This design comes from an exercise in tuning for small area on the open sky130 flow, not from production work. The RTL was checked by simulation tests, not by an equivalence proof against the original design. The flow treats the clock pin as an ideal source, which a real chip does not have. Power figures rest on the tool's default switching activity, not on a simulated workload.

<file path="flow/run.sh">
#!/bin/bash
# Standard ORFS layout, with these changes:
#  - port buffers are buf_1 instead of the flow's default pick;
#  - CTS uses clkbuf_8 with set sink clusters and no dummy loads;
#  - after CTS, flow/cts_post.tcl shrinks clock buffers that have slew to spare.
set -euo pipefail
bash standard.sh \
  "BUFFER_PORTS_ARGS=-buffer_cell sky130_fd_sc_hd__buf_1" \
  "CTS_ARGS=-sink_clustering_enable -repair_clock_nets -dont_use_dummy_load -buf_list sky130_fd_sc_hd__clkbuf_8 -sink_clustering_size 10 -sink_clustering_max_diameter 80" \
  "POST_CTS_TCL=$PWD/flow/cts_post.tcl" \
  finish > make_finish.log 2>&1
</file>
<file path="config.mk">
export PLATFORM = sky130hd
export DESIGN_NAME = keccak_nonce_scanner
export DESIGN_NICKNAME = keccak_nonce_scanner
export VERILOG_FILES = /design/flow/design.v
export SDC_FILE = /design/flow/constraint.sdc
export NUM_CORES = 4
export LEC_CHECK = 0
export CAP_MARGIN = 20
export CORE_AREA = 5 5 515 515
export DIE_AREA = 0 0 520 520
export PLACE_DENSITY_LB_ADDON = 0.15
export SLEW_MARGIN = 20
</file>
<file path="design.v">
module keccak_nonce_scanner #(
    parameter int CORE_LATENCY = 50,
    parameter int NONCE_WIDTH  = 32,
    parameter int FIFO_DEPTH   = 4
) (
    input  logic                     clk,
    input  logic                     reset,
    input  logic                     work_load,
    input  logic [511-NONCE_WIDTH:0] work_header,
    input  logic [NONCE_WIDTH-1:0]   start_nonce,
    input  logic [NONCE_WIDTH-1:0]   end_nonce,
    input  logic [63:0]              target,
    output logic [511:0]             core_data,
    input  logic [511:0]             core_hash,
    output logic                     busy,
    output logic                     done,
    output logic                     found_valid,
    input  logic                     found_ready,
    output logic [NONCE_WIDTH-1:0]   found_nonce,
    output logic [15:0]              drop_count
);
    localparam int PTR_W = $clog2(FIFO_DEPTH);
    localparam int D_CMP = CORE_LATENCY + 1;
    localparam int D_MAX = CORE_LATENCY + 2;
    localparam int D_W   = $clog2(D_MAX + 1);
    logic [511-NONCE_WIDTH:0] header;
    logic [NONCE_WIDTH-1:0]   end_r;
    logic [NONCE_WIDTH-1:0]   nonce;       
    logic                     first;       
    logic [63:0]              target_r;
    logic [D_W-1:0]           dcnt;        
    logic                     hit;
    logic [NONCE_WIDTH-1:0]   hit_nonce;   
    logic                     last;
    logic                     cmp;
    logic                     hash_le;
    always_comb begin
        hash_le = 1'b1;
        for (int i = 0; i < 64; i++) begin
            hash_le = (core_hash[i] == target_r[i]) ? hash_le : target_r[i];
        end
    end
    logic [NONCE_WIDTH-1:0]   fifo_mem [FIFO_DEPTH];
    logic [PTR_W-1:0]         rd_ptr;
    logic [PTR_W-1:0]         wr_ptr;
    logic                     full;
    logic                     pop;
    logic                     push;
    assign core_data = {header, nonce};
    assign last = busy && (dcnt == D_W'(D_MAX)) && (hit_nonce == end_r);
    assign cmp  = busy && ((dcnt == D_W'(D_CMP)) || (dcnt == D_W'(D_MAX))) && !last;
    always_ff @(posedge clk) begin
        if (work_load) begin
            header   <= work_header;
            end_r    <= end_nonce;
            target_r <= target;
        end
        nonce     <= work_load ? start_nonce : nonce + NONCE_WIDTH'(!first);
        first     <= work_load;
        hit_nonce <= nonce - NONCE_WIDTH'(CORE_LATENCY);
    end
    always_ff @(posedge clk) begin
        if (reset) begin
            busy <= 1'b0;
            done <= 1'b0;
            dcnt <= '0;
            hit  <= 1'b0;
        end else begin
            hit <= cmp && hash_le;
            if (work_load) begin
                busy <= 1'b1;
                done <= 1'b0;
                dcnt <= '0;
            end else begin
                if (dcnt != D_W'(D_MAX)) begin
                    dcnt <= dcnt + D_W'(1);
                end
                if (last) begin
                    busy <= 1'b0;
                    done <= 1'b1;
                end
            end
        end
    end
    assign found_valid = full || (rd_ptr != wr_ptr);
    assign found_nonce = fifo_mem[rd_ptr];
    assign pop         = found_valid && found_ready;
    assign push        = hit && (!full || pop);
    always_ff @(posedge clk) begin
        if (push) begin
            fifo_mem[wr_ptr] <= hit_nonce;
        end
    end
    always_ff @(posedge clk) begin
        if (reset) begin
            rd_ptr     <= '0;
            wr_ptr     <= '0;
            full       <= 1'b0;
            drop_count <= '0;
        end else begin
            if (pop) begin
                rd_ptr <= rd_ptr + PTR_W'(1);
            end
            if (push) begin
                wr_ptr <= wr_ptr + PTR_W'(1);
            end
            if (push && !pop) begin
                full <= (wr_ptr + PTR_W'(1)) == rd_ptr;
            end else if (pop && !push) begin
                full <= 1'b0;
            end
            if (hit && !push && (drop_count != '1)) begin
                drop_count <= drop_count + 16'd1;
            end
        end
    end
endmodule
</file>
<file path="standard.sh">
#!/bin/bash
# synth_recipe.tcl (not shown) runs the flow's synth.tcl, then flattens the netlist and writes it again
# the make line also repeats each setting of config.mk as NAME=value (left out here)
make -C /OpenROAD-flow-scripts/flow DESIGN_CONFIG=/design/flow/config.mk WORK_HOME=/design/flow/orfs CLKGATE_MAP_FILE= SYNTH_SCRIPT=/design/flow/synth_recipe.tcl "${@:-finish}"
</file>
<file path="constraint.sdc">
create_clock -name core_clock -period 6.0 [get_ports {clk}]
set_input_delay 1.2000 -clock core_clock [delete_from_list [all_inputs] [get_ports {clk}]]
set_output_delay 1.2000 -clock core_clock [all_outputs]
set_load 0.01 [all_outputs]
</file>
<file path="flow/cts_post.tcl">
# Run after CTS (POST_CTS_TCL): shrink each leaf clock buffer to the smallest
# clkbuf that keeps every flip-flop clock-pin slew under 100 ps, leaves no
# max-slew or max-capacitance violation and keeps the worst hold slack at
# 0.25 ns or its value before (whichever is lower). Cells keep their place, and a smaller
# cell never overlaps a neighbour, so the placement stays legal.
set_propagated_clock [all_clocks]
estimate_parasitics -placement

proc clk_worst_slew {} {
  set worst 0
  foreach pin [get_pins -hierarchical */CLK] {
    foreach e {rise fall} {
      foreach an {min max} {
        set s [get_property $pin slew_${an}_$e]
        if {$s > $worst} { set worst $s }
      }
    }
  }
  return $worst
}

proc downsize_clock_buffers {limit sizes} {
  set changed 0
  foreach inst [[ord::get_db_block] getInsts] {
    set m [[$inst getMaster] getName]
    if {![regexp {^sky130_fd_sc_hd__clkbuf_(\d+)$} $m -> sz]} continue
    set name [$inst getName]
    if {![string match "clkbuf_leaf_*" $name]} continue
    foreach try $sizes {
      if {$try >= $sz} continue
      replace_cell [get_cells $name] sky130_fd_sc_hd__clkbuf_$try
      estimate_parasitics -placement
      if {[clk_worst_slew] > $limit
          || [sta::max_slew_violation_count] > 0
          || [sta::max_capacitance_violation_count] > 0
          || [sta::worst_slack -min] < $::hold_floor} {
        replace_cell [get_cells $name] $m
        estimate_parasitics -placement
      } else {
        incr changed
        break
      }
    }
  }
  return $changed
}

set ::hold_floor [expr {min(0.25, [sta::worst_slack -min])}]
puts "cts_post: worst clock-pin slew before [clk_worst_slew], hold slack [sta::worst_slack -min]"
set n [downsize_clock_buffers 0.100 {2 4}]
puts "cts_post: downsized $n clock buffers; worst clock-pin slew after [clk_worst_slew], hold slack [sta::worst_slack -min]"
check_placement -verbose
</file>
==> metrics.csv, run 1 <==
metric;value;unit
power.ir.vdd_worst;157;uV
first_iter_violations;2218;
slew-limit-headroom;25.6;%
cts_tree;yes;
dieWidth;520;um
critical_path_peak_fanout;32;
synth.lib_cells_used.distinct;66;
synthDominantCellAreaShare;76.3;%
crit_path_cell_trace;mux4_2 > buf_1;
coreArea;0.259;mm^2
avgSynthCellArea;19.0;um^2
portBuffers;1238;
critical-path-max-stage-delay;0.82;ns
place.detailed.instances;6085;
critPathSlowestCell;sky130_fd_sc_hd__dfxtp_4;
pd_cells;307;mW/mm^2
vias;20600;
io-pin-count;1687;
post-route-drc-count;0;
ys_seq_area_share;83.3;%
synth-main-ff-cell;sky130_fd_sc_hd__edfxtp_1;
netlist_instances;1461;
worst_hold_path.num_cells;0;
detailed_place.area;0.0367;mm^2
worst_r2r_path_depth;9;
power_report.internal_total;8.19;mW
period_needed;3.73;ns
fin_cells;6291;
clk_transition_reported_paths;0.08;ns
route.detailed.wl_per_inst;43.2;um
worst_pin_slew;1.12;ns
tightest_hold_check_type;flop to flop;
fraction_of_layout_cells_with_a_size_suffix_above_1;6.52;%
wirelength;272;mm
critical_path_required;4.80;ns
overflow_left_after_global_routing;0;
start_kind;flop;
fin_tns_setup;0;ns
place_ws;1.76;ns
ys_async_sr_fraction;0;%
synth_net_count;2597;
finalInstanceArea;0.0382;mm^2
clk-insertion-delay-late;0.87;ns
groute.layer.met2.usage;28.2;%
synth_enable_flop_cells;704;
worstHoldStart;nonce[0]$_DFF_P_;
timing.clock.skew;0.0991;ns
final_net_count;3931;
reg2reg_slack;2.70;ns
maxCapViolations;0;
critical_path.endpoint_type;output port;
grt_util_met1;21.8;%
ant_nets;0;
switching_power;3.56;mW
part_of_the_total_power_dissipated_in_sequential_elements;57.9;%
critical_path_depth;2;
grt_start_max_net_pins;151;
cp_num_buf_inv;1;
synthToLayoutAreaGrowth;38.0;%
antenna_found_initial;353;
timing_hold_violations_final;0;
ys_ff_latch;801;
crit_path_kind;flop to output port;
rr_endpoint;hit_nonce[31]$_DFF_P_;
unrepaired_setup_endpoints_after_global_routing;false;
drt_pre_antenna_iters;5;
slew_viol_final;0;
fmax;268;MHz
first_global_vias;19900;
globalRoute.busiestLayer;met2;
synth.cells.most_frequent;sky130_fd_sc_hd__edfxtp_1, sky130_fd_sc_hd__dfxtp_1, sky130_fd_sc_hd__xor2_1;
timing.final.crit_share;62.1;%
vias_per_cell;3.27;
synth_most_common_cell;sky130_fd_sc_hd__edfxtp_1;
yosysTopAreaCell;sky130_fd_sc_hd__edfxtp_1;
detailed_place_hpwl;240;mm
r2r_start;nonce[1]$_DFF_P_;
synth_warnings;1;
setup_viol;0;
cts.sinks;801;
fp.dieArea;0.270;mm^2
wire_length_of_the_first_global_routing_pass;313;mm
routabilityCongestion;0.831;
power.share.switching;30.3;%
synthesis.area;0.0277;mm^2
comb_power_share;11.2;%
arrival;2.53;ns
grt_use_met3;15.5;%
status;complete, no violations;
crit_family;flip-flops;
hold-path-endpoint;hit_nonce[0]$_DFF_P_;
static-leakage-power;11.6;nW
global_route.usage.total;19.3;%
fillCellCount;29100;
setup_slack;2.27;ns
die_y;520;um
fin_total_pwr;11.8;mW
p_clk_share;30.9;%
netlist_top_cells_area;sky130_fd_sc_hd__edfxtp_1, sky130_fd_sc_hd__dfxtp_1, sky130_fd_sc_hd__xor2_1;
rows;187;
initial_utilization;10.7;%
-- kinds of logic (layout without fill, tap and decap cells) --
kind of cell,count (synthesis),after routing,share of synthesized area (%)
DFF,801,801,83.3
and+or+nand+nor,279,279,5.18
xor gates and xnor gates,116,116,3.67
buffers and inverters,102,1434,1.44
AOI/OAI and AO/OA,101,101,2.63
muxes,37,37,2.79
adders and majority gates,25,25,1.01
other,0,96,0
-- power by group through the flow --
stage | Sequential (mW) | Clock [mW] | Combinational, mW
final | 6.81 | 3.63 | 1.32
after floorplan | 6.92 | 0 | 0.204
after detailed placement | 6.93 | 0 | 1.38
after global routing | 6.84 | 4.07 | 1.46
after global placement | 6.94 | 0 | 1.39
-- placed cells by master, fill, tap and decap left out, types with 29 or more instances in the layout --
cell	n
sky130_fd_sc_hd__buf_1	1232
sky130_fd_sc_hd__clkbuf_8	81
sky130_fd_sc_hd__dfxtp_1	96
sky130_fd_sc_hd__diode_2	96
sky130_fd_sc_hd__edfxtp_1	704
sky130_fd_sc_hd__inv_1	70
sky130_fd_sc_hd__mux4_2	32
sky130_fd_sc_hd__nand2_1	62
sky130_fd_sc_hd__nand3_1	31
sky130_fd_sc_hd__nor2_1	59
sky130_fd_sc_hd__o21ai_0	32
sky130_fd_sc_hd__xnor2_1	29
sky130_fd_sc_hd__xor2_1	87
-- registers in the layout, indices dropped and copies added, names as in the netlist, named ones only --
register	count
first	1
fifo_mem	128
hit	1
hit_nonce	32
target_r	64
rd_ptr	2
wr_ptr	2
dcnt	6
end_r	32
nonce	32
header	480
drop_count	16
busy	1
done	1
full	1
-- layer usage --
metal	vias up	routed length (um)
met1	9922	98000
met4	96	7900
met2	1735	112000
met3	521	53300
met5	-	632
li1	8281	-
-- worst max-delay path by stage --
stage	end	start
after floorplan	hit$_SDFF_PP0_	core_hash[52]
after global placement	hit$_SDFF_PP0_	core_hash[12]
after detailed placement	hit$_SDFF_PP0_	core_hash[12]
after global routing	found_nonce[19]	flop
final	found_nonce[19]	flop
-- area by class of cell --
cell class / instances / area [um^2] / share of cell area [%]
Sequential cell: 801 / 23100 / 60.4
Timing Repair Buffer: 1254 / 4850 / 12.7
Tap cell: 3402 / 4260 / 11.1
Multi-Input combinational cell: 558 / 4240 / 11.1
Clock buffer: 110 / 1310 / 3.41
Inverter: 70 / 263 / 0.687
Antenna cell: 96 / 240 / 0.628
-- per-stage QoR --
stage / hold slack (ns) / util, %
detailed placement: 0.433 / 14.2
global route: 0.363 / 14.7
finish: 0.453 / 14.8
global placement: 0.430 / 14.2
floorplan: 0.397 / -
==> inputs of run 2 (changes only) <==
==> flow/run.sh (replaced) <==
#!/bin/bash
# Standard ORFS layout, with these changes:
#  - port buffers are buf_1 instead of the flow's default pick;
#  - flow/io.tcl groups the pins so that each register's input and output
#    ports sit side by side (work_header[k] next to core_data[k+32], ...);
#  - CTS uses clkbuf_8 with set sink clusters and no dummy loads;
#  - after CTS, flow/cts_post.tcl shrinks leaf clock buffers that have slew
#    and hold slack to spare.
set -euo pipefail
bash standard.sh \
  "IO_CONSTRAINTS=$PWD/flow/io.tcl" \
  "BUFFER_PORTS_ARGS=-buffer_cell sky130_fd_sc_hd__buf_1" \
  "CTS_ARGS=-sink_clustering_enable -repair_clock_nets -dont_use_dummy_load -buf_list sky130_fd_sc_hd__clkbuf_8 -sink_clustering_size 10 -sink_clustering_max_diameter 80" \
  "POST_CTS_TCL=$PWD/flow/cts_post.tcl" \
  finish > make_finish.log 2>&1
==> flow/io.tcl (new file) <==
# Pin groups: each group's pins sit side by side in the order given, so each
# register lands next to the ports it connects to.
for {set j 0} {$j < 480} {incr j 8} {
  set g {}
  for {set k $j} {$k < $j + 8} {incr k} {
    lappend g "work_header\[$k\]" "core_data\[[expr {$k + 32}]\]"
  }
  set_io_pin_constraint -group -order -pin_names $g
}
for {set j 0} {$j < 32} {incr j 4} {
  set g {}
  for {set k $j} {$k < $j + 4} {incr k} {
    lappend g "start_nonce\[$k\]" "core_data\[$k\]" "end_nonce\[$k\]"
  }
  set_io_pin_constraint -group -order -pin_names $g
}
for {set j 0} {$j < 64} {incr j 8} {
  set g {}
  for {set k $j} {$k < $j + 8} {incr k} {
    lappend g "core_hash\[$k\]" "target\[$k\]"
  }
  set_io_pin_constraint -group -order -pin_names $g
}
for {set j 0} {$j < 32} {incr j 8} {
  set g {}
  for {set k $j} {$k < $j + 8} {incr k} { lappend g "found_nonce\[$k\]" }
  set_io_pin_constraint -group -order -pin_names $g
}
--- a/config.mk
+++ b/config.mk
@@ -8,5 +8,5 @@
 export CAP_MARGIN = 20
 export CORE_AREA = 5 5 515 515
 export DIE_AREA = 0 0 520 520
-export PLACE_DENSITY_LB_ADDON = 0.15
+export PLACE_DENSITY = 0.85
 export SLEW_MARGIN = 20
==> run 2 against run 1 <==
  * Cell area fell by 1.0%
  * Clock skew fell by 0.0097 ns
  * Die area did not move
  * Flip-flop and latch count did not move
  * Worst hold slack got worse by 0.028 ns
  * Clock power fell by about 20%
  * Fmax fell by 0.51%
  * Cell count fell by 1.6%
  * First-iteration DRC count fell by 57%
  * Register-to-register slack improved by 0.24 ns
  * Critical endpoint is now found_nonce[4]
  * Highest routed layer is now met4
==> metrics.csv, run 2 <==
metric;value;unit;change
power.share.switching;23.7;%;-6.6 points
critical_path_required;4.80;ns;about the same
routabilityCongestion;0.842;;+1.3%
power.ir.vdd_worst;162;uV;+3.3%
critPathSlowestCell;sky130_fd_sc_hd__mux4_2;;
slew-limit-headroom;30.0;%;+4.4 points
fin_tns_setup;0;ns;unchanged
static-leakage-power;11.5;nW;-0.65%
critical-path-max-stage-delay;0.59;ns;-0.23 ns
arrival;2.55;ns;+0.02 ns
avgSynthCellArea;19.0;um^2;unchanged
ant_nets;0;;unchanged
ys_ff_latch;801;;unchanged
fraction_of_layout_cells_with_a_size_suffix_above_1;6.38;%;-0.14 points
critical_path.endpoint_type;output port;;
fmax;267;MHz;-0.51%
synth_most_common_cell;sky130_fd_sc_hd__edfxtp_1;;
worstHoldStart;nonce[0]$_DFF_P_;;
ys_async_sr_fraction;0;%;unchanged
vias_per_cell;2.81;;-14%
crit_path_cell_trace;buf_4 > mux4_2 > buf_1;;
grt_start_max_net_pins;131;;-13%
post-route-util;14.6;%;-0.15 points
rows;187;;unchanged
ys_seq_area_share;83.3;%;unchanged
comb_power_share;8.2;%;-3.0 points
synth-main-ff-cell;sky130_fd_sc_hd__edfxtp_1;;
r2r_start;target_r[50]$_DFFE_PP_;;
rr_endpoint;hit$_SDFF_PP0_;;
p_clk_share;27.9;%;-3.0 points
largest-register;header;;
place_ws;2.01;ns;+0.249 ns
yosysTopAreaCell;sky130_fd_sc_hd__edfxtp_1;;
synthToLayoutAreaGrowth;36.6;%;
worst_pin_slew;1.05;ns;-0.0617 ns
overflow_left_after_global_routing;0;;unchanged
grt_util_met1;5.00;%;-17 points
power_report.internal_total;8.00;mW;-2.4%
fillCellCount;28700;;-1.5%
synth_net_count;2597;;unchanged
drt_pre_antenna_iters;7;;+2
layout_commonest_cell;sky130_fd_sc_hd__buf_1;;
post-route-drc-count;0;;unchanged
synthDominantCellAreaShare;76.3;%;unchanged
cts_tree;yes;;
netlist_top_cells_area;sky130_fd_sc_hd__edfxtp_1, sky130_fd_sc_hd__dfxtp_1, sky130_fd_sc_hd__xor2_1;;
place.detailed.instances;6097;;+0.20%
detailed_place_hpwl;54.0;mm;-77%
pd_cells;277;mW/mm^2;-10%
largest_reg_flops;480;;unchanged
synth_enable_flop_cells;704;;unchanged
io-pin-count;1687;;unchanged
wirelength;71.5;mm;-74%
cts.sinks;801;;unchanged
dieWidth;520;um;unchanged
reg2reg_slack;2.94;ns;+0.24 ns
coreArea;0.259;mm^2;unchanged
wire_length_of_the_first_global_routing_pass;104;mm;-67%
start_kind;flop;;
clk-insertion-delay-late;0.88;ns;about the same
antenna_found_initial;3;;-99%
period_needed;3.75;ns;+0.0190 ns
part_of_the_total_power_dissipated_in_sequential_elements;64.0;%;+6.1 points
fin_cells;6193;;-1.6%
grt_use_met3;1.82;%;-14 points
hold-path-endpoint;hit_nonce[0]$_DFF_P_;;
worst_r2r_path_depth;9;;unchanged
synth.cells.most_frequent;sky130_fd_sc_hd__edfxtp_1, sky130_fd_sc_hd__dfxtp_1, sky130_fd_sc_hd__xor2_1;;
synth_warnings;1;;unchanged
first_global_vias;18300;;-8.3%
unrepaired_setup_endpoints_after_global_routing;false;;
timing_hold_violations_final;0;;unchanged
clk_transition_reported_paths;0.07;ns;about the same
maxCapViolations;0;;unchanged
fp.dieArea;0.270;mm^2;unchanged
worst_hold_path.num_cells;0;;unchanged
final_net_count;3928;;-0.076%
fin_total_pwr;10.5;mW;-11%
tightest_hold_check_type;flop to flop;;
critical_path_peak_fanout;32;;unchanged
setup_slack;2.25;ns;-0.0190 ns
final_cell_mix;sky130_fd_sc_hd__buf_1, sky130_fd_sc_hd__edfxtp_1, sky130_fd_sc_hd__dfxtp_1;;
die_y;520;um;unchanged
first_iter_violations;954;;-57%
groute.layer.met2.usage;8.62;%;-20 points
setup_viol;0;;unchanged
vias;17400;;-15%
largestRegisters;header x480, fifo_mem x128, target_r x64;;
netlist_instances;1461;;unchanged
initial_utilization;10.7;%;unchanged
synthesis.area;0.0277;mm^2;unchanged
global_route.usage.total;4.86;%;-14 points
portBuffers;1238;;unchanged
route.detailed.wl_per_inst;11.6;um;-73%
status;complete, no violations;;
crit_path_kind;flop to output port;;
synth.lib_cells_used.distinct;66;;unchanged
timing.final.crit_share;62.4;%;+0.32 points
slew_viol_final;0;;unchanged
switching_power;2.48;mW;-30%
globalRoute.busiestLayer;met2;;
timing.clock.skew;0.0894;ns;-0.00975 ns
## run 2: worst max path at each step
stage / depth (start not counted) / to / slack [ns] / startpoint
after global placement: 11 / hit$_SDFF_PP0_ / 2.02 / core_hash[2]
after detailed placement: 11 / hit$_SDFF_PP0_ / 2.01 / core_hash[2]
after global routing: 3 / found_nonce[1] / 2.00 / flop
after floorplan: 9 / hit$_SDFF_PP0_ / 2.65 / core_hash[52]
final: 3 / found_nonce[4] / 2.25 / flop
## run 2: layer usage
metal | vias to the layer above | share of wire [%]
li1 | 8126 | -
met1 | 8217 | 35
met2 | 919 | 50
met3 | 132 | 11
met4 | 0 | 4.0
met5 | - | 0
## run 2: power by group through the flow
stage          clock [mW]  combinational (mW)  sequential (mW)
2_1_floorplan           0               0.204             6.92
3_3_place_gp            0               0.844             6.80
3_5_place_dp            0               0.868             6.83
5_1_grt              3.36               0.943             6.73
6_report             2.92               0.857             6.70
## run 2: per-stage QoR
stage | cell area (um^2) | hold WS (ns)
final | 37900 | 0.424
after global routing | 37900 | 0.362
after detailed placement | 36700 | 0.399
after global placement | 36700 | 0.400
after floorplan | 27700 | 0.397
## run 2: cells by family after synthesis
group / synth area share (%)
compound gates: 2.63
fa+ha+maj: 1.01
flops: 83.3
buf+inv: 1.44
xor+xnor: 3.67
mux: 2.79
simple gates: 5.18
## run 2: area by class of cell
type	instances	area, um^2	area share (%)
Sequential cell	801	23100	61.0
Timing Repair Buffer	1266	4900	12.9
Tap cell	3402	4260	11.2
Multi-Input combinational cell	558	4240	11.2
Clock buffer	95	1110	2.93
Inverter	70	263	0.694
Antenna cell	1	2.50	0.00661
## run 2: critical path: cells and delay by family (launching register included)
kind     cells  cell delay (ns)
flops        1             0.31
buf+inv      2             0.80
mux          1             0.59
==> inputs of run 3 (changes only) <==
--- a/flow/run.sh
+++ b/flow/run.sh
@@ -10,6 +10,6 @@
 bash standard.sh \
   "IO_CONSTRAINTS=$PWD/flow/io.tcl" \
   "BUFFER_PORTS_ARGS=-buffer_cell sky130_fd_sc_hd__buf_1" \
-  "CTS_ARGS=-sink_clustering_enable -repair_clock_nets -dont_use_dummy_load -buf_list sky130_fd_sc_hd__clkbuf_8 -sink_clustering_size 10 -sink_clustering_max_diameter 80" \
+  "CTS_ARGS=-sink_clustering_enable -repair_clock_nets -dont_use_dummy_load -buf_list sky130_fd_sc_hd__clkbuf_8 -sink_clustering_size 8 -sink_clustering_max_diameter 80" \
   "POST_CTS_TCL=$PWD/flow/cts_post.tcl" \
   finish > make_finish.log 2>&1
--- a/config.mk
+++ b/config.mk
@@ -8,5 +8,5 @@
 export CAP_MARGIN = 20
 export CORE_AREA = 5 5 515 515
 export DIE_AREA = 0 0 520 520
-export PLACE_DENSITY = 0.85
+export PLACE_DENSITY = 0.95
 export SLEW_MARGIN = 20
==> run 3 against run 2 <==
  * Critical path depth did not move
  * Highest routed layer is now met5
  * Worst hold slack got worse by 0.0037 ns
  * Still clean
  * Worst setup slack lost 0.021 ns
  * Cell count rose by 0.27%
  * Via count increased by 1.6%
  * Non-clock buffer count down 3
  * Cell area down 0.47%
  * Synthesized cell count is the same
  * Register-to-register slack lost 0.34 ns
  * Utilization fell by 0.069 points
  * Wire length is 0.91% higher
  * Count of clock-buffer cells in the layout grew 19
==> metrics.csv, run 3 <==
metric;value;unit;change
synthDominantCellAreaShare;76.3;%;unchanged
maxCapViolations;0;;unchanged
avgSynthCellArea;19.0;um^2;unchanged
timing.final.crit_share;62.8;%;+0.34 points
fmax;265;MHz;-0.55%
first_global_vias;18600;;+2.0%
period_needed;3.77;ns;+0.0206 ns
arrival;2.57;ns;+0.02 ns
grt_start_max_net_pins;123;;-6.1%
yosysTopAreaCell;sky130_fd_sc_hd__edfxtp_1;;
synth_enable_flop_cells;704;;unchanged
global_route.usage.total;4.91;%;+0.047 points
route.detailed.wl_per_inst;11.6;um;+0.63%
initial_utilization;10.7;%;unchanged
finalInstanceArea;0.0377;mm^2;-0.47%
fin_cells;6210;;+0.27%
unrepaired_setup_endpoints_after_global_routing;false;;
critical_path_peak_fanout;32;;unchanged
portBuffers;1238;;unchanged
vias;17700;;+1.6%
fillCellCount;28600;;-0.24%
slew-limit-headroom;38.2;%;+8.2 points
cts_tree;yes;;
detailed_place.area;0.0367;mm^2;about the same
synth_most_common_cell;sky130_fd_sc_hd__edfxtp_1;;
overflow_left_after_global_routing;0;;unchanged
worst_pin_slew;0.927;ns;-0.128 ns
synth.lib_cells_used.distinct;66;;unchanged
pd_cells;272;mW/mm^2;-1.6%
largestRegisters;header x480, fifo_mem x128, target_r x64;;
ant_nets;0;;unchanged
timing_hold_violations_final;0;;unchanged
drt_pre_antenna_iters;5;;-2
crit_family;buffers and inverters;;
layout_commonest_cell;sky130_fd_sc_hd__buf_1;;
critical_path_required;4.80;ns;about the same
final_cell_mix;sky130_fd_sc_hd__buf_1, sky130_fd_sc_hd__edfxtp_1, sky130_fd_sc_hd__clkbuf_4;;
fin_total_pwr;10.3;mW;-2.1%
netlist_top_cells_area;sky130_fd_sc_hd__edfxtp_1, sky130_fd_sc_hd__dfxtp_1, sky130_fd_sc_hd__xor2_1;;
slew_viol_final;0;;unchanged
critPathSlowestCell;sky130_fd_sc_hd__mux4_2;;
final_net_count;3944;;+0.41%
timing.hold.ws;0.420;ns;-0.00366 ns
multi_input_area;0.00424;mm^2;unchanged
coreArea;0.259;mm^2;unchanged
crit_path_kind;flop to output port;;
critical_path.endpoint_type;output port;;
synth.cells.most_frequent;sky130_fd_sc_hd__edfxtp_1, sky130_fd_sc_hd__dfxtp_1, sky130_fd_sc_hd__xor2_1;;
rows;187;;unchanged
power.ir.vdd_worst;176;uV;+8.2%
worst_hold_path.num_cells;0;;unchanged
synthToLayoutAreaGrowth;35.9;%;
clk_transition_reported_paths;0.10;ns;+0.03 ns
status;complete, no violations;;
ys_seq_area_share;83.3;%;unchanged
vias_per_cell;2.84;;+1.3%
synthesis.area;0.0277;mm^2;unchanged
start_kind;flop;;
place.detailed.instances;6094;;-0.049%
antenna_found_initial;3;;unchanged
synth_net_count;2597;;unchanged
cts.sinks;801;;unchanged
first_iter_violations;914;;-4.2%
dieWidth;520;um;unchanged
worst_r2r_path_depth;10;;+1
wire_length_of_the_first_global_routing_pass;105;mm;+1.2%
ys_async_sr_fraction;0;%;unchanged
crit_path_cell_trace;buf_4 > mux4_2 > buf_1;;
timing.clock.skew;0.0621;ns;-0.0272 ns
post-route-drc-count;0;;unchanged
die_y;520;um;unchanged
ys_ff_latch;801;;unchanged
largest_reg_flops;480;;unchanged
critical_path_depth;3;;unchanged
cp_num_buf_inv;2;;unchanged
io-pin-count;1687;;unchanged
largest-register;header;;
routabilityCongestion;0.892;;+6.0%
ff_latch_area;0.0231;mm^2;about the same
detailed_place_hpwl;54.0;mm;about the same
wirelength;72.2;mm;+0.91%
netlist_instances;1461;;unchanged
fin_tns_setup;0;ns;unchanged
fraction_of_layout_cells_with_a_size_suffix_above_1;7.02;%;+0.64 points
synth_warnings;1;;unchanged
tightest_hold_check_type;flop to flop;;
fp.dieArea;0.270;mm^2;unchanged
static-leakage-power;11.5;nW;-0.42%
synth-main-ff-cell;sky130_fd_sc_hd__edfxtp_1;;
critical-path-max-stage-delay;0.59;ns;about the same
clk-insertion-delay-late;0.83;ns;-0.05 ns
setup_viol;0;;unchanged
## run 3: kinds of logic (layout without fill, tap and decap cells)
kind of cell             Yosys count  in the layout  synth area share (%)
AND/OR/NAND/NOR                  279            279                  5.18
buffers and inverters            102           1447                  1.44
XOR/XNOR                         116            116                  3.67
multiplexers                      37             37                  2.79
other                              0              2                     0
flip-flops                       801            801                  83.3
AO/OA/AOI/OAI                    101            101                  2.63
adder cells (fa/ha/maj)           25             25                  1.01
## run 3: area by class of cell
| cell class | instances | area share [%] |
|---|---|---|
| multi-input cells | 558 | 11.3 |
| flip-flops and latches | 801 | 61.3 |
| clock buffers | 114 | 2.50 |
| inverters | 70 | 0.697 |
| well taps | 3402 | 11.3 |
| repair buffers | 1263 | 13.0 |
| diodes | 2 | 0.0133 |
## run 3: power by group
| part | internal (mW) | switching, mW |
|---|---|---|
| clock network | 0.978 | 1.71 |
| registers | 6.49 | 0.219 |
| logic | 0.326 | 0.537 |
## run 3: path summary, 6_finish.rpt
kind / slack, ns / startpoint / end
max: 2.23 / flop / found_nonce[1]
min: 0.42 / nonce[0]$_DFF_P_ / hit_nonce[0]$_DFF_P_
max reg2reg: 2.60 / target_r[52]$_DFFE_PP_ / hit$_SDFF_PP0_
min reg2reg: 0.42 / nonce[0]$_DFF_P_ / hit_nonce[0]$_DFF_P_
## run 3: per-stage QoR
stage,worst slack (ns),util [%]
after floorplan,2.65,-
final,2.23,14.5
after global placement,1.94,14.2
after detailed placement,1.86,14.2
after global routing,2.00,14.5
## run 3: routing by layer
metal  track usage, %  share of wire, %
met2             8.57                50
met4             2.76               4.8
met5                0             0.018
met3             2.02                12
met1             4.95                34
## run 3: worst register-to-register path, delay by kind of cell (launching register included)
family	cells	cell delay (ns)
buf+inv	1	0.06
compound gates	7	2.05
simple gates	2	0.81
flops	1	0.36
==> inputs of run 4 (changes only) <==
--- a/flow/run.sh
+++ b/flow/run.sh
@@ -5,7 +5,7 @@
 #    ports sit side by side (work_header[k] next to core_data[k+32], ...);
 #  - CTS uses clkbuf_8 with set sink clusters and no dummy loads;
 #  - after CTS, flow/cts_post.tcl shrinks leaf clock buffers that have slew
-#    and hold slack to spare.
+#    and hold slack to spare, then other cells that can take a smaller size.
 set -euo pipefail
 bash standard.sh \
   "IO_CONSTRAINTS=$PWD/flow/io.tcl" \
--- a/flow/cts_post.tcl
+++ b/flow/cts_post.tcl
@@ -1,7 +1,9 @@
 # Run after CTS (POST_CTS_TCL): shrink each leaf clock buffer to the smallest
 # clkbuf that keeps every flip-flop clock-pin slew under 100 ps, leaves no
 # max-slew or max-capacitance violation and keeps the worst hold slack at
-# 0.25 ns or its value before (whichever is lower). Cells keep their place, and a smaller
+# 0.25 ns or its value before (whichever is lower). Then shrink other logic
+# cells to a smaller drive strength of the same function wherever slews stay
+# under 0.9 ns and setup and hold slack stay above set floors. Cells keep their place, and a smaller
 # cell never overlaps a neighbour, so the placement stays legal.
 set_propagated_clock [all_clocks]
 estimate_parasitics -placement
@@ -49,4 +51,67 @@
 puts "cts_post: worst clock-pin slew before [clk_worst_slew], hold slack [sta::worst_slack -min]"
 set n [downsize_clock_buffers 0.100 {2 4}]
 puts "cts_post: downsized $n clock buffers; worst clock-pin slew after [clk_worst_slew], hold slack [sta::worst_slack -min]"
+proc master_area {name} {
+  set m [[ord::get_db] findMaster $name]
+  if {$m == "NULL"} { return -1 }
+  return [expr {[$m getWidth] * [$m getHeight]}]
+}
+proc out_nets_max_slew {name} {
+  set worst 0
+  foreach opin [get_pins -of_objects [get_cells $name] -filter "direction == output"] {
+    set net [get_nets -quiet -of_objects $opin]
+    if {$net == ""} continue
+    foreach pin [get_pins -of_objects $net] {
+      foreach e {rise fall} {
+        set s [get_property $pin slew_max_$e]
+        if {$s > $worst} { set worst $s }
+      }
+    }
+  }
+  return $worst
+}
+# Swap each logic cell for a smaller drive strength of the same function
+# while slews, capacitances, setup and hold all stay within the given floors.
+proc downsize_cells {slew_limit setup_floor hold_floor} {
+  set changed 0
+  set dont_use $::env(DONT_USE_CELLS)
+  foreach inst [[ord::get_db_block] getInsts] {
+    set m [[$inst getMaster] getName]
+    set name [$inst getName]
+    if {[$inst isFixed]} continue
+    if {![regexp {^(sky130_fd_sc_hd__[a-z0-9]+)_(\d+)$} $m -> base sz]} continue
+    if {[regexp {^sky130_fd_sc_hd__(clkbuf|clkinv|clkdly|dlygate|dlymetal|tap|fill|decap|diode|conb)} $base]} continue
+    if {[regexp {^(input|output)\d+$} $name]} continue
+    set area [master_area $m]
+    set cands {}
+    foreach s {0 1 2 3 4 6 8 12 16} {
+      set c ${base}_$s
+      if {$c eq $m || [lsearch -exact $dont_use $c] >= 0} continue
+      set a [master_area $c]
+      if {$a > 0 && $a < $area} { lappend cands [list $a $c] }
+    }
+    foreach cand [lsort -real -index 0 $cands] {
+      set c [lindex $cand 1]
+      replace_cell [get_cells $name] $c
+      estimate_parasitics -placement
+      if {[out_nets_max_slew $name] > $slew_limit
+          || [sta::max_slew_violation_count] > 0
+          || [sta::max_capacitance_violation_count] > 0
+          || [sta::worst_slack -max] < $setup_floor
+          || [sta::worst_slack -min] < $hold_floor} {
+        replace_cell [get_cells $name] $m
+        estimate_parasitics -placement
+      } else {
+        incr changed
+        break
+      }
+    }
+  }
+  return $changed
+}
+
+set s0 [sta::worst_slack -max]
+set h0 [sta::worst_slack -min]
+set n [downsize_cells 0.9 [expr {min(1.0, $s0)}] [expr {min(0.25, $h0)}]]
+puts "cts_post: downsized $n logic cells; setup slack $s0 -> [sta::worst_slack -max], hold slack $h0 -> [sta::worst_slack -min]"
 check_placement -verbose
==> run 4 against run 3 <==
  * Worst hold slack better by 0.0033 ns
  * Flip-flop and latch count unchanged
  * First-iteration DRC count decreased by 3.6%
  * Largest cell class unchanged
  * Still clean on timing, DRC and antenna
  * Sequential power about the same
  * Sequential share of layout area up 0.27 points
  * Cell count unchanged
==> metrics.csv, run 4 <==
metric;value;unit;change
fraction_of_layout_cells_with_a_size_suffix_above_1;6.13;%;-0.89 points
grt_start_max_net_pins;123;;unchanged
detailed_place_hpwl;54.0;mm;unchanged
tightest_hold_check_type;flop to flop;;
synthToLayoutAreaGrowth;35.3;%;
place.detailed.instances;6094;;unchanged
maxCapViolations;0;;unchanged
vias;17700;;+0.13%
critical_path_required;4.80;ns;about the same
synth_most_common_cell;sky130_fd_sc_hd__edfxtp_1;;
fin_tns_setup;0;ns;unchanged
crit_path_kind;flop to output port;;
initial_utilization;10.7;%;unchanged
synth_net_count;2597;;unchanged
switching_power;2.46;mW;-0.13%
synth.lib_cells_used.distinct;66;;unchanged
first_global_vias;18600;;+0.021%
period_needed;3.77;ns;+0.00371 ns
finalInstanceArea;0.0375;mm^2;-0.44%
clk-insertion-delay-late;0.83;ns;about the same
avgSynthCellArea;19.0;um^2;unchanged
arrival;2.57;ns;about the same
critical_path.endpoint_type;output port;;
multi_input_area;0.00417;mm^2;-1.6%
cts.sinks;801;;unchanged
post-route-drc-count;0;;unchanged
ys_seq_area_share;83.3;%;unchanged
largest-register;header;;
final_net_count;3944;;unchanged
netlist_top_cells_area;sky130_fd_sc_hd__edfxtp_1, sky130_fd_sc_hd__dfxtp_1, sky130_fd_sc_hd__xor2_1;;
largest_reg_flops;480;;unchanged
route.detailed.wl_per_inst;11.6;um;about the same
p_clk_share;26.3;%;about the same
pd_cells;273;mW/mm^2;+0.32%
synthDominantCellAreaShare;76.3;%;unchanged
power.share.switching;24.1;%;about the same
die_y;520;um;unchanged
netlist_instances;1461;;unchanged
final_cell_mix;sky130_fd_sc_hd__buf_1, sky130_fd_sc_hd__edfxtp_1, sky130_fd_sc_hd__clkbuf_4;;
clk_transition_reported_paths;0.10;ns;about the same
timing.final.crit_share;62.8;%;about the same
rows;187;;unchanged
fp.dieArea;0.270;mm^2;unchanged
ys_async_sr_fraction;0;%;unchanged
io-pin-count;1687;;unchanged
static-leakage-power;11.4;nW;-0.64%
ant_nets;0;;unchanged
detailed_place.area;0.0367;mm^2;unchanged
fmax;265;MHz;about the same
fillCellCount;28600;;+0.12%
power_report.internal_total;7.78;mW;-0.11%
synthesis.area;0.0277;mm^2;unchanged
synth_enable_flop_cells;704;;unchanged
start_kind;flop;;
synth-main-ff-cell;sky130_fd_sc_hd__edfxtp_1;;
setup_viol;0;;unchanged
worst_pin_slew;0.949;ns;+0.0227 ns
first_iter_violations;881;;-3.6%
wirelength;72.3;mm;about the same
portBuffers;1238;;unchanged
timing.clock.skew;0.0620;ns;-0.000114 ns
ys_ff_latch;801;;unchanged
fin_cells;6210;;unchanged
place_ws;1.86;ns;unchanged
drt_pre_antenna_iters;7;;+2
ff_latch_area;0.0231;mm^2;about the same
coreArea;0.259;mm^2;unchanged
cts_tree;yes;;
slew-limit-headroom;35.1;%;-3.2 points
part_of_the_total_power_dissipated_in_sequential_elements;65.4;%;about the same
routabilityCongestion;0.892;;unchanged
dieWidth;520;um;unchanged
crit_path_cell_trace;buf_4 > mux4_2 > buf_1;;
timing_hold_violations_final;0;;unchanged
power.ir.vdd_worst;176;uV;about the same
critical_path_peak_fanout;32;;unchanged
antenna_found_initial;3;;unchanged
wire_length_of_the_first_global_routing_pass;105;mm;unchanged
yosysTopAreaCell;sky130_fd_sc_hd__edfxtp_1;;
unrepaired_setup_endpoints_after_global_routing;false;;
comb_power_share;8.3;%;about the same
status;complete, no violations;;
vias_per_cell;2.85;;+0.13%
critical-path-max-stage-delay;0.59;ns;about the same
layout_commonest_cell;sky130_fd_sc_hd__buf_1;;
synth.cells.most_frequent;sky130_fd_sc_hd__edfxtp_1, sky130_fd_sc_hd__dfxtp_1, sky130_fd_sc_hd__xor2_1;;
critPathSlowestCell;sky130_fd_sc_hd__mux4_2;;
global_route.usage.total;4.91;%;about the same
overflow_left_after_global_routing;0;;unchanged
setup_slack;2.23;ns;-0.00371 ns
largestRegisters;header x480, fifo_mem x128, target_r x64;;
synth_warnings;1;;unchanged
slew_viol_final;0;;unchanged
-- run 4: cell counts after synthesis --
Identical to the previous run, type by type.
-- run 4: power groups by stage --
stage	combinational, mW	sequential [mW]	clock [mW]
2_1_floorplan	0.204	6.92	0
3_3_place_gp	0.835	6.80	0
5_1_grt	0.937	6.74	3.15
6_report	0.851	6.70	2.69
3_5_place_dp	0.869	6.83	0
-- run 4: logic make-up (layout without fill, tap and decap cells) --
| family | after synthesis | count (layout) | synth area share [%] |
|---|---|---|---|
| flops | 801 | 801 | 83.3 |
| simple gates | 279 | 279 | 5.18 |
| xor+xnor | 116 | 116 | 3.67 |
| buf+inv | 102 | 1447 | 1.44 |
| compound gates | 101 | 101 | 2.63 |
| mux | 37 | 37 | 2.79 |
| fa+ha+maj | 25 | 25 | 1.01 |
| other cells | 0 | 2 | 0 |
-- run 4: metal layers --
| metal | wire, um | vias up | GRT usage, % |
|---|---|---|---|
| li1 | - | 8183 | - |
| met1 | 24200 | 8293 | 4.96 |
| met2 | 35900 | 1041 | 8.57 |
| met3 | 8790 | 171 | 2.02 |
| met4 | 3400 | 2 | 2.76 |
| met5 | 13 | - | 0 |
-- run 4: area by class of cell --
class                           instances  area share, %
Clock buffer                          114           2.51
Antenna cell                            2         0.0133
Sequential cell                       801           61.5
Inverter                               70          0.700
Tap cell                             3402           11.3
Timing Repair Buffer                 1263           12.8
Multi-Input combinational cell        558           11.1
-- run 4: critical path: cells and delay by family (launching register included) --
| family | cells | cell delay [ns] |
|---|---|---|
| buffers and inverters | 2 | 0.81 |
| DFF | 1 | 0.32 |
| muxes | 1 | 0.59 |
-- run 4: worst paths after layout --
path                                from                   end  slack [ns]  depth (start not counted)
setup / recovery                    flop        found_nonce[1]        2.23                          3
hold / removal          nonce[0]$_DFF_P_  hit_nonce[0]$_DFF_P_        0.42                          0
setup reg to reg  target_r[12]$_DFFE_PP_        hit$_SDFF_PP0_        2.32                         10
hold reg to reg         nonce[0]$_DFF_P_  hit_nonce[0]$_DFF_P_        0.42                          0
-- run 4: metrics by stage --
step | total power [mW] | hold slack [ns] | utilization, %
2_1_floorplan | 7.12 | 0.397 | -
6_report | 10.2 | 0.424 | 14.5
3_5_place_dp | 7.70 | 0.380 | 14.2
5_1_grt | 10.8 | 0.396 | 14.5
3_3_place_gp | 7.64 | 0.376 | 14.2
==> inputs of run 5 (changes only) <==
--- a/design.v
+++ b/design.v
@@ -63,7 +63,6 @@
         if (reset) begin
             busy <= 1'b0;
             done <= 1'b0;
-            dcnt <= '0;
             hit  <= 1'b0;
         end else begin
             hit <= cmp && hash_le;
--- a/config.mk
+++ b/config.mk
@@ -8,5 +8,6 @@
 export CAP_MARGIN = 20
 export CORE_AREA = 5 5 515 515
 export DIE_AREA = 0 0 520 520
+export GPL_TIMING_DRIVEN = 0
 export PLACE_DENSITY = 0.95
 export SLEW_MARGIN = 20
==> run 5 against run 4 <==
  * Global-route usage up 0.31 points
  * Clock power about the same
  * Sequential share of layout area is 0.22 points lower
  * Combinational power increased by 7.3%
  * Register-to-register slack got worse by 0.08 ns
  * First-iteration DRC count is 13% higher
  * Cell count increased by 0.24%
  * Non-clock buffer count up 21
  * Worst setup slack worse by 1.6 ns
  * Wire length grew 5.4%
  * Synthesized cell count down 1.0%
  * Fmax decreased by 30%
  * Largest cell class unchanged
==> metrics.csv, run 5 <==
metric;value;unit;change
fraction_of_layout_cells_with_a_size_suffix_above_1;6.31;%;+0.18 points
vias_per_cell;2.86;;+0.54%
antenna_found_initial;11;;+8
ys_async_sr_fraction;0;%;unchanged
slew_viol_final;0;;unchanged
synth_most_common_cell;sky130_fd_sc_hd__edfxtp_1;;
yosysTopAreaCell;sky130_fd_sc_hd__edfxtp_1;;
arrival;5.79;ns;+3.22 ns
largest-register;header;;
post-route-drc-count;0;;unchanged
finalInstanceArea;0.0377;mm^2;+0.62%
clk-insertion-delay-late;0.84;ns;about the same
crit_path_kind;input pin to flop;;
setup_viol;0;;unchanged
netlist_top_cells_area;sky130_fd_sc_hd__edfxtp_1, sky130_fd_sc_hd__dfxtp_1, sky130_fd_sc_hd__mux4_2;;
ys_seq_area_share;83.6;%;+0.34 points
fmax;186;MHz;-30%
critPathSlowestCell;sky130_fd_sc_hd__buf_2;;
route.detailed.wl_per_inst;12.2;um;+5.2%
vias;17800;;+0.78%
crit_path_cell_trace;buf_2 > buf_4 > buf_2 > buf_2 > buf_2 > buf_2 > buf_2;;
synthToLayoutAreaGrowth;36.4;%;
synth.lib_cells_used.distinct;66;;unchanged
rows;187;;unchanged
global_route.usage.total;5.22;%;+0.31 points
timing_hold_violations_final;0;;unchanged
final_net_count;3958;;+0.35%
first_iter_violations;992;;+13%
layout_commonest_cell;sky130_fd_sc_hd__buf_1;;
cp_num_buf_inv;7;;+5
fin_tns_setup;0;ns;unchanged
synth-main-ff-cell;sky130_fd_sc_hd__edfxtp_1;;
slew-limit-headroom;23.7;%;-11 points
critical-path-max-stage-delay;0.77;ns;+0.18 ns
overflow_left_after_global_routing;0;;unchanged
timing.final.crit_share;89.7;%;+27 points
routabilityCongestion;0.928;;+4.0%
grt_start_max_net_pins;41;;-67%
wire_length_of_the_first_global_routing_pass;111;mm;+5.1%
netlist_instances;1446;;-1.0%
start_kind;input pin;;
drt_pre_antenna_iters;6;;-1
synth_warnings;1;;unchanged
crit_family;buffers and inverters;;
synth_enable_flop_cells;710;;+0.85%
portBuffers;1237;;-0.081%
critical_path.endpoint_type;flop;;
first_global_vias;19200;;+3.2%
synthesis.area;0.0277;mm^2;-0.14%
io-pin-count;1687;;unchanged
wirelength;76.2;mm;+5.4%
largest_reg_flops;480;;unchanged
initial_utilization;10.7;%;-0.015 points
final_cell_mix;sky130_fd_sc_hd__buf_1, sky130_fd_sc_hd__edfxtp_1, sky130_fd_sc_hd__clkbuf_4;;
coreArea;0.259;mm^2;unchanged
detailed_place.area;0.0370;mm^2;+0.77%
static-leakage-power;11.4;nW;-0.29%
ant_nets;0;;unchanged
die_y;520;um;unchanged
tightest_hold_check_type;flop to flop;;
power.ir.vdd_worst;212;uV;+21%
synth.cells.most_frequent;sky130_fd_sc_hd__edfxtp_1, sky130_fd_sc_hd__dfxtp_1, sky130_fd_sc_hd__nand2_1;;
dieWidth;520;um;unchanged
maxCapViolations;0;;unchanged
critical_path_required;6.41;ns;+1.61 ns
largestRegisters;header x480, fifo_mem x128, target_r x64;;
synth_net_count;2582;;-0.58%
period_needed;5.38;ns;+1.61 ns
reg2reg_slack;2.24;ns;-0.08 ns
worst_pin_slew;1.14;ns;+0.193 ns
cts_tree;yes;;
cts.sinks;801;;unchanged
clk_transition_reported_paths;0.09;ns;about the same
crit_path_frequent_cell;sky130_fd_sc_hd__buf_2;;
synthDominantCellAreaShare;77.0;%;+0.76 points
critical_path_peak_fanout;40;;+25%
ys_ff_latch;801;;unchanged
avgSynthCellArea;19.1;um^2;+0.89%
detailed_place_hpwl;58.7;mm;+8.6%
status;complete, no violations;;
timing.clock.skew;0.101;ns;+0.0391 ns
unrepaired_setup_endpoints_after_global_routing;false;;
pd_cells;273;mW/mm^2;about the same
fp.dieArea;0.270;mm^2;unchanged
==> run 5: cell count changes in the layout (fill, tap and decap cells not counted), sizes merged, moves of 7 or more <==
cell | before | now
inv | 70 | 63
nand2b | 23 | 37
xnor2 | 29 | 65
xor2 | 87 | 48
nand3 | 31 | 21
clkbuf | 116 | 134
nand2 | 62 | 74
==> run 5: logic make-up (layout without fill, tap and decap cells) <==
family	after synthesis	after routing	share of synthesized area (%)
xor gates and xnor gates	113	113	3.58
DFF	801	801	83.6
other	0	3	0
AOI/OAI and AO/OA	108	108	2.60
adders and majority gates	29	29	1.16
buffers and inverters	89	1463	1.24
and+or+nand+nor	271	271	5.09
muxes	35	35	2.72
==> run 5: per-stage QoR <==
stage                     std cells  util (%)  hold WS, ns  setup slack [ns]  power, mW
after detailed placement       6106      14.3        0.378            -0.313       7.75
after global placement         6085      14.1        0.372            -17.93       7.83
after global routing           6223      14.6        0.383             0.396       10.9
after floorplan                1446         -        0.397              3.06       7.13
final                          6225      14.6        0.379             0.621       10.3
==> run 5: routing by layer <==
| layer | vias up | track usage [%] | share of wire, % |
|---|---|---|---|
| met5 | - | 0 | 0.060 |
| met4 | 6 | 3.14 | 5.2 |
| met2 | 1087 | 9.43 | 51 |
| li1 | 8181 | - | - |
| met3 | 197 | 1.90 | 10 |
| met1 | 8357 | 5.07 | 34 |
==> run 5: final cells by class <==
class | instances | area [um^2]
inverters | 64 | 240
clock buffers | 115 | 950
diodes | 3 | 7.51
plain buffers | 25 | 95.1
flip-flops and latches | 801 | 23100
repair buffers | 1259 | 4920
multi-input cells | 556 | 4130
fillers | 28600 | 222000
well taps | 3402 | 4260
==> run 5: final timing paths <==
kind | depth (start not counted) | end | start
min | 0 | hit_nonce[0]$_DFF_P_ | nonce[0]$_DFF_P_
min reg2reg | 0 | hit_nonce[0]$_DFF_P_ | nonce[0]$_DFF_P_
max | 7 | header[114]$_DFFE_PP_ | work_load
max reg2reg | 9 | hit$_SDFF_PP0_ | target_r[39]$_DFFE_PP_
==> run 5: report_power, final <==
group	leakage (nW)	switching, mW	internal (mW)	total (mW)
Clock	0.567	1.71	0.986	2.70
Sequential	7.61	0.195	6.50	6.69
Combinational	3.22	0.572	0.341	0.913
Total	11.4	2.48	7.82	10.3
==> inputs of run 6 (changes only) <==
--- a/config.mk
+++ b/config.mk
@@ -8,6 +8,5 @@
 export CAP_MARGIN = 20
 export CORE_AREA = 5 5 515 515
 export DIE_AREA = 0 0 520 520
-export GPL_TIMING_DRIVEN = 0
 export PLACE_DENSITY = 0.95
 export SLEW_MARGIN = 20
==> run 6 against run 5 <==
  * Still clean on timing, DRC and antenna
  * Worst setup slack better by 1.6 ns
  * Utilization down 0.095 points
  * Flip-flop and latch count unchanged
  * Global-route usage down 0.14 points
  * Fmax up 44%
  * Synthesized cell count unchanged
  * Total power down 0.13%
  * Sequential power about the same
  * Clock power about the same
  * Register-to-register slack better by 0.36 ns
  * Critical path type is now flop to output port
  * Highest routed layer unchanged
==> metrics.csv, run 6 <==
metric;value;unit;change
post-route-drc-count;0;;unchanged
portBuffers;1238;;+0.081%
synth.cells.most_frequent;sky130_fd_sc_hd__edfxtp_1, sky130_fd_sc_hd__dfxtp_1, sky130_fd_sc_hd__nand2_1;;
ant_nets;0;;unchanged
first_iter_violations;933;;-5.9%
pd_cells;274;mW/mm^2;+0.52%
synthDominantCellAreaShare;77.0;%;unchanged
global_route.usage.total;5.08;%;-0.14 points
synthesis.area;0.0277;mm^2;unchanged
critical_path.endpoint_type;output port;;
r2r_start;drop_count[8]$_SDFFE_PP0P_;;
static-leakage-power;11.3;nW;-1.1%
grt_start_max_net_pins;163;;+300%
fp.dieArea;0.270;mm^2;unchanged
vias_per_cell;2.83;;-1.3%
cts.sinks;801;;unchanged
largestRegisters;header x480, fifo_mem x128, target_r x64;;
fmax;267;MHz;+44%
largest-register;header;;
coreArea;0.259;mm^2;unchanged
ys_ff_latch;801;;unchanged
route.detailed.wl_per_inst;12.0;um;-1.8%
fin_total_pwr;10.3;mW;-0.13%
final_cell_mix;sky130_fd_sc_hd__buf_1, sky130_fd_sc_hd__edfxtp_1, sky130_fd_sc_hd__clkbuf_4;;
rows;187;;unchanged
start_kind;flop;;
avgSynthCellArea;19.1;um^2;unchanged
synth_most_common_cell;sky130_fd_sc_hd__edfxtp_1;;
post-route-util;14.5;%;-0.095 points
worst_pin_slew;1.03;ns;-0.112 ns
power.ir.vdd_worst;161;uV;-24%
place.detailed.instances;6074;;-0.52%
crit_path_kind;flop to output port;;
netlist_instances;1446;;unchanged
ys_async_sr_fraction;0;%;unchanged
cts_tree;yes;;
detailed_place_hpwl;55.8;mm;-4.9%
routabilityCongestion;0.905;;-2.5%
synthToLayoutAreaGrowth;35.5;%;
worstHoldStart;hit_nonce[19]$_DFF_P_;;
fillCellCount;28500;;-0.17%
fin_cells;6194;;-0.50%
netlist_top_cells_area;sky130_fd_sc_hd__edfxtp_1, sky130_fd_sc_hd__dfxtp_1, sky130_fd_sc_hd__mux4_2;;
clk-insertion-delay-late;0.85;ns;about the same
layout_commonest_cell;sky130_fd_sc_hd__buf_1;;
fin_tns_setup;0;ns;unchanged
antenna_found_initial;7;;-4
critical_path_peak_fanout;32;;-20%
ys_seq_area_share;83.6;%;unchanged
slew_viol_final;0;;unchanged
synth_warnings;1;;unchanged
dieWidth;520;um;unchanged
wire_length_of_the_first_global_routing_pass;107;mm;-3.2%
synth_net_count;2582;;unchanged
timing.final.crit_share;62.5;%;-27 points
timing_hold_violations_final;0;;unchanged
synth.lib_cells_used.distinct;66;;unchanged
status;complete, no violations;;
synth-main-ff-cell;sky130_fd_sc_hd__edfxtp_1;;
initial_utilization;10.7;%;unchanged
arrival;2.55;ns;-3.24 ns
setup_viol;0;;unchanged
final_net_count;3926;;-0.81%
first_global_vias;18500;;-3.8%
vias;17500;;-1.8%
clk_transition_reported_paths;0.09;ns;about the same
maxCapViolations;0;;unchanged
die_y;520;um;unchanged
drt_pre_antenna_iters;5;;-1
largest_reg_flops;480;;unchanged
slew-limit-headroom;31.3;%;+7.7 points
yosysTopAreaCell;sky130_fd_sc_hd__edfxtp_1;;
unrepaired_setup_endpoints_after_global_routing;false;;
wirelength;74.4;mm;-2.3%
timing.clock.skew;0.102;ns;+0.00121 ns
io-pin-count;1687;;unchanged
synth_enable_flop_cells;710;;unchanged
critical_path_required;4.80;ns;-1.61 ns
overflow_left_after_global_routing;0;;unchanged
fraction_of_layout_cells_with_a_size_suffix_above_1;5.99;%;-0.32 points
period_needed;3.75;ns;-1.63 ns
tightest_hold_check_type;flop to flop;;
[run 6: cell count changes in the layout (fill, tap and decap cells not counted), sizes merged]
cell and change:
buf -17, clkbuf -15, diode +1
[run 6: power breakdown]
group	internal [mW]	switching [mW]	total [mW]
registers	6.50	0.206	6.70
logic	0.329	0.550	0.879
clock network	0.987	1.72	2.71
total	7.81	2.48	10.3
[run 6: cells by family (layout without fill, tap and decap cells)]
| family | after synthesis | count (layout) | share of synthesized area (%) |
|---|---|---|---|
| buffers and inverters | 89 | 1431 | 1.24 |
| DFF | 801 | 801 | 83.6 |
| AOI/OAI and AO/OA | 108 | 108 | 2.60 |
| xor gates and xnor gates | 113 | 113 | 3.58 |
| muxes | 35 | 35 | 2.72 |
| and+or+nand+nor | 271 | 271 | 5.09 |
| other | 0 | 4 | 0 |
| adders and majority gates | 29 | 29 | 1.16 |
[run 6: layout make-up]
type	instances	area, um^2	area share [%]
Inverter	64	240	0.641
Tap cell	3402	4260	11.4
Clock buffer	116	952	2.54
Antenna cell	4	10.0	0.0267
Sequential cell	801	23100	61.7
Timing Repair Buffer	1251	4760	12.7
Multi-Input combinational cell	556	4130	11.0
[run 6: worst max-delay path: stages, from the launching register on]
cell and delay, ns:
sky130_fd_sc_hd__dfxtp_1 0.31, sky130_fd_sc_hd__buf_4 0.52, sky130_fd_sc_hd__mux4_2 0.68, sky130_fd_sc_hd__buf_1 0.17
[run 6: worst paths after layout]
check / slack [ns] / cells past startpoint / endpoint
hold / removal: 0.48 / 0 / fifo_mem[0][19]$_DFFE_PP_
setup reg to reg: 2.60 / 9 / drop_count[11]$_SDFFE_PP0P_
setup / recovery: 2.25 / 3 / found_nonce[9]
hold reg to reg: 0.48 / 0 / fifo_mem[0][19]$_DFFE_PP_
[run 6: layer usage]
metal / vias up / part of all wire (%) / track usage (%)
met2: 1048 / 50 / 8.99
met4: 4 / 5.3 / 3.00
met3: 204 / 11 / 1.86
li1: 8124 / - / -
met1: 8126 / 34 / 5.12
met5: - / 0.036 / 0
[run 6: metrics by stage]
| stage | hold WS (ns) | instance area [um^2] | setup WS [ns] |
|---|---|---|---|
| 6_report | 0.478 | 37500 | 2.25 |
| 5_1_grt | 0.381 | 37500 | 2.02 |
| 3_5_place_dp | 0.489 | 36700 | 1.44 |
| 3_3_place_gp | 0.482 | 36700 | 1.59 |
| 2_1_floorplan | 0.397 | 27700 | 3.06 |

-- separate check: timing with driven ports --
How much do the figures lean on ideal ports? The routed layouts below were timed once more, with nothing changed but the port constraints.
Step 1: set_driving_cell puts a clkbuf_16 on clk and a buf_2 on each other input, an assumption about the parent block.
Step 2 moves the port delays by t, midway between the first and last clock arrival at a register: inputs arrive t later, outputs are due t later. That takes back most of the time a late clock gives input paths.
a / b / c = no drivers / after step 1 / after step 2; a / b = the first two.
run | t, ns | setup WS [ns] | worst setup path at the end
run 1 | 0.922 | 2.273 / 2.170 / 1.830 | input to register
run 2 | 0.880 | 2.254 / 2.187 / 2.019 | input to register
run 3 | 0.861 | 2.233 / 2.167 / 1.671 | input to register
run 4 | 0.861 | 2.230 / 2.164 / 1.464 | input to register
run 5 | 0.852 | 0.621 / 0.660 / -0.192 | input to register
run 6 | 0.860 | 2.252 / 2.187 / 1.757 | input to register
With both steps, setup timing fails in run 5, where it was met with ideal ports. For run 5, which loses most, drivers alone change the setup slack by +0.039 ns; drivers and shift together by -0.813 ns.
